This design comes from an exercise in tuning for small area, a short achievable clock period and few clock cycles per item on the open sky130 flow, not from production work.
The RTL was checked by simulation tests, not by an equivalence proof against the original design.
Power and IR drop assume default switching activity.

Setup of run 1:
## timed_event_queue
module timed_event_queue (
  input  logic                clk,
  input  logic                rst,
  input  logic                cmd_valid,
  output logic                cmd_ready,
  input  teq_pkg::func_t      cmd_func,
  input  teq_pkg::qtime_t     cmd_time_value,
  input  teq_pkg::seq_t       cmd_event_id,
  input  teq_pkg::tag_t       cmd_object_id,
  input  teq_pkg::tag_t       cmd_payload_handle,
  output logic                rsp_valid,
  input  logic                rsp_ready,
  output teq_pkg::status_t    rsp_status,
  output teq_pkg::seq_t       rsp_result_id,
  output logic                rsp_pending,
  output teq_pkg::qtime_t     rsp_time_left,
  output teq_pkg::qtime_t     rsp_duration,
  output teq_pkg::qtime_t     rsp_elapsed,
  output teq_pkg::tag_t       rsp_out_object,
  output teq_pkg::tag_t       rsp_out_payload,
  output teq_pkg::removed_t   rsp_removed_count,
  output logic                rsp_last
);
export LEC_CHECK = 0
export CAP_MARGIN = 20
export CORE_MARGIN = 2
export CORE_UTILIZATION = 60
export CTS_CLUSTER_DIAMETER = 60
export CTS_CLUSTER_SIZE = 20
export SETUP_SLACK_MARGIN = 4.5
export SLEW_MARGIN = 20
create_clock -name core_clock -period 8.0 [get_ports {clk}]
run.sh (not shown) runs the stock make flow with config.mk's settings and CLKGATE_MAP_FILE= SYNTH_SCRIPT=/design/flow/synth_recipe.tcl, a recipe that flattens the netlist after the stock synthesis.
Testbench counts of run 1, summed over its fixed seeds: cycles 3,817, commands 3,200.
--- input diff run 1..run 2 ---
Settings: SETUP_SLACK_MARGIN changed from 4.5 to 4.3.
Results
Run 2 reports a lower non-filler instance count after layout than run 1 does.
Of run 1 and run 2, the higher time the worst path needs with I/O delays and setup belongs to run 2.
Side by side, final design instance area without fill turned out lower in run 2 than in run 1.
Relative to run 1, the power per unit of standard cell area measured on run 2 has increased by a few percent.
Run 2: antenna diode instance count higher than run 1
Global-route wire length before repair: run 2 < run 1
[inputs] run 3 vs run 2
Settings: swapping 4.3 for 4.0 in SETUP_SLACK_MARGIN; swapping 60 for 68 in CORE_UTILIZATION.
Diff run 3 and run 2: critical path depth higher in run 3
Compared with run 2, in run 3 leftover overflow at the end of global routing neither gained nor lost much, area added between synthesis and finish decreased 4.4 points, number of tap cells inserted fell 12%, final worst-path setup slack decreased 0.38 ns.
Diff run 2 -> run 3 | critical path data required time | increase of 0.15 ns
Taking run 2 as the reference point, the instance area at placement of run 3 falls by about 0.46%.
For run 2, the end point of the critical path was r_due[24], unlike run 3, where it was r_due[13].
For run 4, these inputs were changed with respect to run 3:
Settings: CORE_UTILIZATION now 60, was 68.
Results
- Cell count after synthesis came out exactly the same in run 4 and run 3.
- After detailed routing, run 3 needs less wire than run 4.
- Run 3 was carried through to the last stage, and its layout satisfied the timing, DRC and antenna checks.
- Run 4 has completed all stages; timing, DRC and antenna checks passed.
- In run 4, the cell count after placement came out 2.9% above the value in run 3.
- Run 3 and run 4 ended up with roughly the same combinational group share of total power.
- sky130_fd_sc_hd__or4_1 as the slowest cell on the critical path was reported by run 4, and sky130_fd_sc_hd__nand4_1 by run 3.
Edits applied to the flow inputs when going from run 4 to run 5:
Settings: CTS_CLUSTER_DIAMETER no longer set, was 60; CTS_CLUSTER_SIZE no longer set, was 20.
==> run notes <==
Diff run 4 -> run 5: maximum clock frequency went down; total routing resource utilization after global routing went up; share of the final layout cell area in multi-input gates went down. Capturing instance or port of the critical path = r_due[6]: run 4; capturing instance or port of the critical path = r_due[25]: run 5.
Changes in run 6 relative to run 5:
Settings: changing SETUP_SLACK_MARGIN from 4.0 to 4.3.
==> comparison <==
Re total length of routed wires: run 5 was lower than run 6. Between run 5 and run 6, total routing usage reported by global routing is lower for run 5, run 6 comes in above that. Maximum resistive drop on vdd of run 6 exceeds that of run 5 slightly. Area of the multi-input gates of run 6 exceeds that of run 5 by a few percent. Against run 5 as the reference, run 6 delivers a lower final-layout fill cell count. Cmp run 6 vs run 5: via count higher in run 6. Diff run 5 -> run 6 | core utilization of the finished layout | increase of 2.0 points.

[port drivers added, routing unchanged]
The flow's constraints put no driver on any port. The routed layouts listed below were extracted and timed again, unchanged, in two steps. Step 1 sets driving cells, clkbuf_16 on the clock port and buf_2 on the other inputs (assumed; they add their load-dependent delay and slew). Step 2 adds t to the input delays and takes it off the output delays; t is the mean of the earliest and latest rising clock arrival at the registers after step 1. Input paths then give back, and output paths get back, about the clock's delay inside the block. Slacks: ideal ports / drivers / drivers and shift; pairs: ideal ports / drivers.
run | t (ns) | slack for setup (ns) | hold WS [ns] | worst data-port slew with drivers (ns) | cell pins on the clock port's net
run 1 | 0.987 | 3.989 / 3.989 / 3.122 | 0.444 / 0.444 / 0.444 | 0.06 | 1
run 2 | 0.992 | 3.968 / 3.968 / 3.152 | 0.440 / 0.440 / 0.440 | 0.12 | 1
run 3 | 0.990 | 3.589 / 3.589 / 3.009 | 0.439 / 0.439 / 0.439 | 0.19 | 1
run 4 | 0.996 | 3.771 / 3.771 / 2.943 | 0.443 / 0.443 / 0.443 | 0.06 | 1
run 5 | 1.071 | 3.750 / 3.750 / 2.924 | 0.434 / 0.434 / 0.434 | 0.06 | 1
run 6 | 1.063 | 4.010 / 4.010 / 3.155 | 0.437 / 0.437 / 0.437 | 0.11 | 1
After both steps setup and hold are still met in every run listed. The setup slack of run 1, which loses most, moves by 0.000 ns with the drivers and by -0.867 ns with both steps.
